Background: an optimization exercise with open tools, aiming at small area, a short achievable clock period and few clock cycles per item. Do not read the settings as production practice. Only simulation tests tie the RTL to the original design; equivalence was not proved. Power is estimated from default activity; no workload was simulated.

**flow/design.v**
```verilog
`timescale 1ns / 1ps
package bds_pkg;
  localparam logic [14:0] TolLimReset = 15'd10200;   
  localparam logic [15:0] RatioNone   = 16'hFFFF;
  localparam logic [15:0] RatioUnit   = 16'd10000;
endpackage
`timescale 1ns / 1ps
`timescale 1ns / 1ps
module baud_divisor_search (
  input  logic        clk,
  input  logic        rst,
  input  logic        cfg_we,
  input  logic [13:0] cfg_wdata,
  input  logic        in_valid,
  output logic        in_stall,
  input  logic [24:0] periph_clock,
  input  logic [20:0] wanted_baud,
  output logic        out_valid,
  input  logic        out_stall,
  output logic [11:0] divisor_mantissa,
  output logic signed [3:0] divisor_exponent,
  output logic        double_speed,
  output logic [15:0] deviation,
  output logic        found
);
  typedef enum logic [2:0] {M_IDLE, M_QDIV, M_SCAN, M_SEL, M_FMT, M_OUT} main_t;
  typedef enum logic [1:0] {F_CHK, F_DIV, F_XFER, F_DONE} front_t;
  typedef enum logic [1:0] {B_IDLE, B_MUL, B_DIV, B_UPD} back_t;
  main_t       mst;
  front_t      fst;
  back_t       bst;
  logic [14:0] tol_lim;      
  logic [24:0] pclk;
  logic [20:0] want;
  logic signed [5:0] ptr;    
  logic [29:0] qs;           
  logic        qz;           
  logic        neg_n;        
  logic        neg_d;        
  logic signed [4:0] j;
  logic [15:0] r_n, r_d;
  logic [12:0] k_n, k_d;
  logic signed [4:0] j_n, j_d;
  logic        dbl, fnd;
  function automatic logic pbit_at(input logic [24:0] p, input logic signed [5:0] i);
    pbit_at = (i >= 6'sd0 && i <= 6'sd24) ? p[i[4:0]] : 1'b0;
  endfunction
  logic [13:0] k;
  logic        k_hi, brk, pos_ok, cv_n, cv_d;
  logic [13:0] lim_n, lim_d;
  always_comb begin
    k      = {1'b0, qs[13:1]} + {13'd0, qs[0]};
    k_hi   = |qs[29:14];
    brk    = (qs == 30'd0) || (qs == 30'd1 && qz);
    pos_ok = !brk && !k_hi && k[13:12] == 2'b00;
    lim_n  = 14'd4094 + (14'd1 << (3'd4 - j[2:0]));
    lim_d  = 14'd4094 + (14'd1 << (3'd3 - j[2:0]));
    if (j >= 5'sd4) cv_n = pos_ok;
    else if (j >= -5'sd3) cv_n = neg_n && !k_hi && k <= lim_n;
    else cv_n = 1'b0;
    if (j >= 5'sd3) cv_d = pos_ok && (j <= 5'sd10);
    else cv_d = neg_d && !k_hi && k <= lim_d;
  end
  logic        pb1, pb0;
  logic [12:0] kf;           
  logic [12:0] rr;           
  logic [21:0] rq;           
  logic        fv_n, fv_d, fdup;
  logic        pv_n, pv_d;   
  logic        p_even;       
  logic        p_zero;       
  logic [14:0] trial_f1, trial_f0;
  logic [12:0] rr1;
  logic        qf1, qf0;
  always_comb begin
    pb1      = pbit_at(pclk, ptr);
    pb0      = pbit_at(pclk, ptr - 6'sd1);
    trial_f1 = {1'b0, rr, pb1} - {2'b0, kf};
    qf1      = !trial_f1[14];
    rr1      = qf1 ? trial_f1[12:0] : {rr[11:0], pb1};
    trial_f0 = {1'b0, rr1, pb0} - {2'b0, kf};
    qf0      = !trial_f0[14];
  end
  logic dup;
  assign dup = p_even && (!cv_n || pv_n) && (!cv_d || pv_d);
  logic [20:0] rem;
  logic [21:0] dq;
  logic [20:0] dvs;          
  logic [4:0]  cnt;
  logic [12:0] kb;
  logic signed [4:0] jb;
  logic        bv_n, bv_d, bdup;
  logic        eq_n, gt_n, eq_d, gt_d;
  logic        won_n, won_d;  
  logic        in_b;
  logic [22:0] trial_b;
  logic        qbit_b;
  logic [31:0] prod;
  always_comb begin
    in_b    = (mst == M_QDIV) ? pb1 : dq[21];
    trial_b = {1'b0, rem, in_b} - {2'b0, dvs};
    qbit_b  = !trial_b[22];
    prod    = {rem[18:0], dq[21:9]} + {rem[16:0], dq[21:9], 2'b00};
  end
  logic bb_n, bb_d, gt_n_nx, gt_d_nx, eq_n_nx, eq_d_nx, lose;
  always_comb begin
    bb_n    = cnt[4] ? 1'b0 : r_n[cnt[3:0]];
    bb_d    = cnt[4] ? 1'b0 : r_d[cnt[3:0]];
    gt_n_nx = gt_n || (eq_n && qbit_b && !bb_n);
    gt_d_nx = gt_d || (eq_d && qbit_b && !bb_d);
    eq_n_nx = eq_n && (qbit_b == bb_n);
    eq_d_nx = eq_d && (qbit_b == bb_d);
    lose    = (!bv_n || gt_n_nx) && (!bv_d || gt_d_nx);
  end
  logic tie_n, tie_d, win_n, win_d;
  always_comb begin
    tie_n = r_n != bds_pkg::RatioNone && j_n < 5'sd4;
    tie_d = r_d != bds_pkg::RatioNone && j_d < 5'sd3;
    if (bdup) begin
      win_n = bv_n && won_n && tie_n;
      win_d = bv_d && won_d && tie_d;
    end else begin
      win_n = bv_n && !gt_n && (!eq_n || tie_n);
      win_d = bv_d && !gt_d && (!eq_d || tie_d);
    end
  end
  logic r_lt_w;
  assign r_lt_w = rq < {1'b0, want};
  logic        tol_ok, none;
  logic [15:0] dev;
  logic signed [4:0] e_out;
  logic [12:0] m_out;
  always_comb begin
    tol_ok = r_n <= {1'b0, tol_lim};
    none   = r_n == bds_pkg::RatioNone;
    dev    = r_n - bds_pkg::RatioUnit;
    e_out  = j_n - (dbl ? 5'sd3 : 5'sd4);
    if (!e_out[4]) m_out = k_n - 13'd1;
    else m_out = k_n - (13'd1 << (3'd0 - e_out[2:0]));
  end
  logic back_free, xfer, front_adv;
  assign back_free = bst == B_IDLE || bst == B_UPD;
  assign xfer      = mst == M_SCAN && fst == F_XFER && (fdup || rq != '0) && back_free;
  assign front_adv = (fst == F_CHK && !(j >= 5'sd3 && brk) &&
                      (!(cv_n || cv_d) || (dup && p_zero))) ||
                     (fst == F_XFER && ((!fdup && rq == '0) || back_free));
  always_ff @(posedge clk) begin
    if (rst) begin
      mst       <= M_IDLE;
      fst       <= F_DONE;
      bst       <= B_IDLE;
      tol_lim   <= bds_pkg::TolLimReset;
      out_valid <= 1'b0;
    end else begin
      if (cfg_we) tol_lim <= {1'b0, cfg_wdata} + 15'(bds_pkg::RatioUnit);
      case (mst)
        M_IDLE, M_OUT: begin
          if (mst == M_OUT && !out_stall) begin
            out_valid <= 1'b0;
            mst       <= M_IDLE;
          end
          if (in_valid && !in_stall) begin
            pclk   <= periph_clock;
            want   <= wanted_baud;
            dvs    <= wanted_baud;
            rem    <= '0;
            ptr    <= 6'sd24;
            r_n    <= bds_pkg::RatioNone;
            r_d    <= bds_pkg::RatioNone;
            j      <= -5'sd4;
            p_even <= 1'b0;
            mst    <= (wanted_baud == '0) ? M_SCAN : M_QDIV;
            fst    <= (wanted_baud == '0) ? F_DONE : F_CHK;
          end
        end
        M_QDIV: begin
          rem <= qbit_b ? trial_b[20:0] : {rem[19:0], in_b};
          qs  <= {qs[28:0], qbit_b};
          ptr <= ptr - 6'sd1;
          if (ptr == -6'sd5) begin
            qz    <= qbit_b ? (trial_b[20:0] == '0) : ({rem[19:0], in_b} == '0);
            neg_n <= |qs[28:8];
            neg_d <= |qs[28:7];
            mst   <= M_SCAN;
          end
        end
        M_SCAN: begin
          if (fst == F_DONE && bst == B_IDLE) mst <= M_SEL;
        end
        M_SEL: begin
          dbl <= 1'b0;
          if (!tol_ok && r_d != bds_pkg::RatioNone) begin
            dbl <= 1'b1;
            r_n <= r_d;
            k_n <= k_d;
            j_n <= j_d;
          end
          mst <= M_FMT;
        end
        M_FMT: begin
          fnd       <= !none;
          r_n       <= none ? 16'd0 : dev;
          k_n       <= none ? 13'd0 : m_out;
          j_n       <= none ? 5'sd0 : e_out;
          mst       <= M_OUT;
          out_valid <= 1'b1;
        end
        default: mst <= M_IDLE;
      endcase
      if (mst == M_SCAN) begin
        case (fst)
          F_CHK: begin
            fv_n <= cv_n;
            fv_d <= cv_d;
            kf   <= k[12:0];
            fdup <= dup;
            rr   <= '0;
            rq   <= '0;
            ptr  <= j[0] ? 6'sd24 : 6'sd25;
            if (j >= 5'sd3 && brk) fst <= F_DONE;
            else if ((cv_n || cv_d) && !dup) fst <= F_DIV;
            else if (cv_n || cv_d) fst <= F_XFER;
          end
          F_DIV: begin
            rr  <= qf0 ? trial_f0[12:0] : {rr1[11:0], pb0};
            rq  <= {rq[19:0], qf1, qf0};
            ptr <= ptr - 6'sd2;
            if (ptr == {j[4], j} + 6'sd1) fst <= F_XFER;
          end
          default: ;
        endcase
        if (front_adv) begin
          qs  <= qs >> 1;
          qz  <= qz && !qs[0];
          j   <= j + 5'sd1;
          fst <= (j == 5'sd11) ? F_DONE : F_CHK;
          if (fst == F_CHK) begin
            p_even <= dup && (cv_n || cv_d) && !k[0];
            pv_n   <= cv_n;
            pv_d   <= cv_d;
          end else begin
            p_even <= !kf[0];
            p_zero <= !fdup && rq == '0;
            pv_n   <= fv_n;
            pv_d   <= fv_d;
          end
        end
      end
      case (bst)
        B_MUL: begin
          rem[18:0] <= prod[31:13];
          dq[21:9]  <= prod[12:0];
          cnt       <= cnt - 5'd1;
          if (cnt == 5'd0) begin
            cnt <= 5'd16;
            bst <= B_DIV;
          end
        end
        B_DIV: begin
          rem  <= qbit_b ? trial_b[20:0] : {rem[19:0], in_b};
          dq   <= {dq[20:0], qbit_b};
          cnt  <= cnt - 5'd1;
          eq_n <= eq_n_nx;  gt_n <= gt_n_nx;
          eq_d <= eq_d_nx;  gt_d <= gt_d_nx;
          if (lose) begin
            won_n <= 1'b0;
            won_d <= 1'b0;
            bst   <= B_IDLE;
          end else if (cnt == 5'd0) begin
            bst <= B_UPD;
          end
        end
        B_UPD: begin
          won_n <= win_n;
          won_d <= win_d;
          if (win_n) begin
            if (!bdup) r_n <= dq[15:0];
            k_n <= kb;
            j_n <= jb;
          end
          if (win_d) begin
            if (!bdup) r_d <= dq[15:0];
            k_d <= kb;
            j_d <= jb;
          end
          bst <= B_IDLE;
        end
        default: ;
      endcase
      if (xfer) begin
        kb   <= kf;
        jb   <= j;
        bv_n <= fv_n;
        bv_d <= fv_d;
        bdup <= fdup;
        eq_n <= 1'b1;  gt_n <= 1'b0;
        eq_d <= 1'b1;  gt_d <= 1'b0;
        cnt  <= 5'd3;
        if (fdup) begin
          bst <= B_UPD;
        end else begin
          if (r_lt_w) begin
            rem <= {12'd0, want[20:13]};
            dq  <= {want[12:0], 9'd0};
            dvs <= rq[20:0];
          end else begin
            rem <= {12'd0, rq[21:13]};
            dq  <= {rq[12:0], 9'd0};
            dvs <= want;
          end
          bst <= B_MUL;
        end
      end
    end
  end
  assign in_stall         = !(mst == M_IDLE || (mst == M_OUT && !out_stall));
  assign divisor_mantissa = k_n[11:0];
  assign divisor_exponent = j_n[3:0];
  assign double_speed     = dbl;
  assign deviation        = r_n;
  assign found            = fnd;
endmodule
```
**flow/config.mk**
```make
export PLATFORM = sky130hd
export DESIGN_NAME = baud_divisor_search
export DESIGN_NICKNAME = baud_divisor_search
export VERILOG_FILES = /design/flow/design.v
export SDC_FILE = /design/flow/constraint.sdc
export NUM_CORES = 4
export LEC_CHECK = 0
export CAP_MARGIN = 20
export CORE_MARGIN = 2
export CORE_UTILIZATION = 40
export SLEW_MARGIN = 20
```
**flow/constraint.sdc**
```tcl
create_clock -name core_clock -period 10.0 [get_ports {clk}]
set_input_delay 2.0000 -clock core_clock [delete_from_list [all_inputs] [get_ports {clk}]]
set_output_delay 2.0000 -clock core_clock [all_outputs]
set_load 0.01 [all_outputs]
```
**flow/run.sh**
```bash
#!/bin/bash
# synth_recipe.tcl (not shown) runs the flow's synth.tcl, then flattens the netlist and writes it again
# the make line also repeats each setting of config.mk as NAME=value (left out here)
make -C /OpenROAD-flow-scripts/flow DESIGN_CONFIG=/design/flow/config.mk WORK_HOME=/design/flow/orfs CLKGATE_MAP_FILE= SYNTH_SCRIPT=/design/flow/synth_recipe.tcl finish
```
==> flow_summary_export.csv <==
group,metric,value,unit
synthesis,synth_edf_count,308,
power_and_ir_drop,pwr-share-comb,40.8,%
clock_tree,clkSinkCount,331,
sta,skew,21.0,ps
setup_path,worst_path_most_repeated_cell,"o21ai_0",
setup_path,path_class,"reg2reg",
route,first_pass_iters,6,
power_and_ir_drop,peakVddDrop,0.136,mV
synthesis,netlist_instances,2457,
power_and_ir_drop,power_density,219,mW/mm²
synthesis,ys_ff_latch,331,
global_route,grt-ovfl-total,0,
cells_and_area,layout.nets,2763,
floorplanning,die_w,248,µm
hold_path,worstHoldPathType,"reg2reg",
synthesis,synthArstFlopShare,0,%
route,routed_via_density,5.85,
synthesis,yosysWarnings,1,
sta,drv_slew,0,
synthesis,synth_top_cell_by_area,"edfxtp_1",
clock_tree,ctsResizeCount,0,
global_route,grt_util_all_layers,21.7,%
sta,worstMarginPinSlew,1060,ps
synthesis,postSynthAreaPerCell,9.72,µm²
route,ant_nets,0,
setup_path,slowest_stage,"nand3_1",
status,outcome,"complete, no violations",
setup_path,path_max_fanout,23,
clock_tree,cts_buffer_depth,3,
synthesis,yosys.cell_types.count,83,
place,port_buffers,100,
setup_path,worstPathArrival,7900,ps
cells_and_area,diodes,0,
power_and_ir_drop,pwr-share-clk,25.6,%
synthesis,synth_area_leaders,"edfxtp_1 39%, ha_1 9.7%, nor2_1 3.8%",
sta,fmax,132,MHz
power_and_ir_drop,p_int,3.68,mW
route,routed-wl-met3,3.89,mm
route,vias,19400,
route,top_layer,"met4",
clock_tree,clkTransAtPathRegs,60,ps
power_and_ir_drop,p_leak,10.4,nW
sta,relSlewSlack,29.3,%
route,m1WireLength,30.0,mm
sta,setup_ws,2400,ps
synthesis,synth.most_common_cell,"edfxtp_1",
setup_path,path_buf_inv,3,
floorplanning,rows,89,
floorplanning,dieArea,0.0617,mm²
place,gp_congestion,0.908,
setup_path,critical_path_required,10290,ps
global_route,antenna_found_initial,0,
clock_tree,ctsRootBufferMaster,"clkbuf_16",
cells_and_area,syn_to_final_growth,12.7,%
power_and_ir_drop,switching_share,37.5,%
power_and_ir_drop,pwr-share-seq,33.7,%
sta,tns,0,ps
setup_path,critPathMaxStageDelay,710,ps
synthesis,synth_commonest_cells,"308 x edfxtp_1, 241 x nor2_1, 210 x nand2_1, 185 x ha_1, 151 x a21oi_1",
clock_tree,post_cts_buffers,0,
floorplanning,pin_count,101,
sta,period_share,76.0,%
setup_path,critPathTopFamily,"compound AO/OA/AOI/OAI gates",
route,wl_per_cell,20.3,µm
sta,setup_viol,0,
clock_tree,cts_tree,"done",
setup_path,end_kind,"register",
synthesis,ys.flop_type,"edfxtp_1",
sta,min_period,7600,ps
synthesis,synthesis.area,0.0239,mm²
clock_tree,cts_hold_buffers,0,
route,drtIter0Drc,1624,
clock_tree,cts_buffers,42,
route,routed_wl,67.3,mm
global_route,grt_max_degree,81,
route,drcViolationCount,0,
floorplanning,die_h,248,µm
sta,rsz0062_at_grt,"false",
route,route.met2.wl,31.8,mm
global_route,grt_pass1_wl,106,mm
synthesis,synth_nets,2713,
setup_path,worstSetupStartpointType,"register",
place,dp_slack,2440,ps
global_route,grt_pass1_vias,19100,
cells_and_area,drive_above_1_share,7.69,%
place,place.detailed.hpwl,48.7,mm
sta,hold_violations,0,
clock_tree,insertion_delay,570,ps
clock_tree,htree_levels,2,
floorplanning,initial_core_util,40.5,%
floorplanning,core,0.0590,mm²
synthesis,yosys.area.top_type_share,38.7,%
synthesis,yosysSeqAreaShare,40.6,%
power_and_ir_drop,switchingPower,2.21,mW
flow_run,cap_violations,0,
cell families after synthesis:
family | count (synthesis) | synth area share, %
AND/OR/NAND/NOR | 782 | 15.6
AO/OA/AOI/OAI | 665 | 18.4
flip-flops | 331 | 40.6
buffers and inverters | 247 | 4.24
adder cells (fa/ha/maj) | 191 | 10.2
multiplexers | 141 | 7.24
XOR/XNOR | 100 | 3.67
placed cells by master, fill, tap and decap left out, types with 46 or more instances in the layout:
cell type	synthesis	layout
mux2i_1	85	85
edfxtp_1	308	308
a21oi_1	151	151
nand3_1	46	46
ha_1	185	185
o21ai_0	123	123
clkdlybuf4s50_1	0	99
a211oi_1	49	49
a21o_1	49	49
nand2_1	210	210
a31oi_1	53	53
inv_1	123	122
nor2_1	241	239
xnor2_1	62	62
registers in the layout, summed over array words and instances, names as in the netlist, 13 cells and up:
signal	count
rq	22
dvs	21
rem	21
dq	22
kf	13
tol_lim	15
r_d	16
pclk	25
qs	30
r_n	16
want	21
rr	13
path summary, 6_finish.rpt:
| path | to | from | slack [ps] | cells after the start |
|---|---|---|---|---|
| max reg2reg | rr[9] | ptr[0] | 2400 | 26 |
| min reg2reg | j_d[0] | jb[0] | 450 | 0 |
| max | rr[9] | ptr[0] | 2400 | 26 |
| min | j_d[0] | jb[0] | 450 | 0 |
final cells by class:
class / instances / area (µm²)
Tap cell: 773 / 967
Fill cell: 5564 / 32100
Sequential cell: 331 / 9710
Clock inverter: 22 / 221
Multi-Input combinational cell: 1879 / 13200
Timing Repair Buffer: 128 / 1210
Clock buffer: 52 / 1120
Inverter: 125 / 474
metrics by stage:
stage | hold WS [ps] | std cells | util, % | cell area, µm² | total power, mW
2_1_floorplan | 421 | 2457 | - | 23900 | 3.73
3_3_place_gp | 434 | 3236 | 43.3 | 25600 | 4.30
3_5_place_dp | 437 | 3236 | 43.4 | 25600 | 4.35
4_1_cts | 452 | 3310 | 45.6 | 26900 | 5.89
5_1_grt | 477 | 3310 | 45.6 | 26900 | 6.26
6_report | 449 | 3310 | 45.6 | 26900 | 5.88
power groups by stage:
stage          combinational, mW  clock [mW]  sequential [mW]
3_5_place_dp                2.35           0             2.00
2_1_floorplan               1.85           0             1.89
5_1_grt                     2.67        1.59             2.00
4_1_cts                     2.37        1.54             1.98
3_3_place_gp                2.30           0             2.00
6_report                    2.40        1.50             1.98
layer usage:
layer  GRT usage, %  up-vias
met5              0        -
met4           6.29        0
met3           3.05       91
met2           36.0      578
met1           29.5     9360
li1               -     9327
Testbench counts, summed over its fixed seeds: cycles 47,670, items 288.

what the ideal ports hide:
The flow's constraints put no driver on any port. The routed layout listed below was extracted and timed again, unchanged, in two steps.
Step 1, drivers: a clkbuf_16 drives clk and a buf_2 each remaining input, both assumed.
Step 2 also shifts input and output timing later by t, the mid clock arrival at the registers, as if the neighbouring blocks saw the same clock.
Slacks: ideal ports / drivers / drivers and shift; pairs: ideal ports / drivers.
shift t [ns]: 0.609
setup WS [ns]: 2.396 / 2.396 / 2.396
clock arrival spread, ns: 0.022 / 0.023
After both steps setup and hold are still met in this run. For this run, drivers alone change the setup slack by 0.000 ns; drivers and shift together by 0.000 ns.
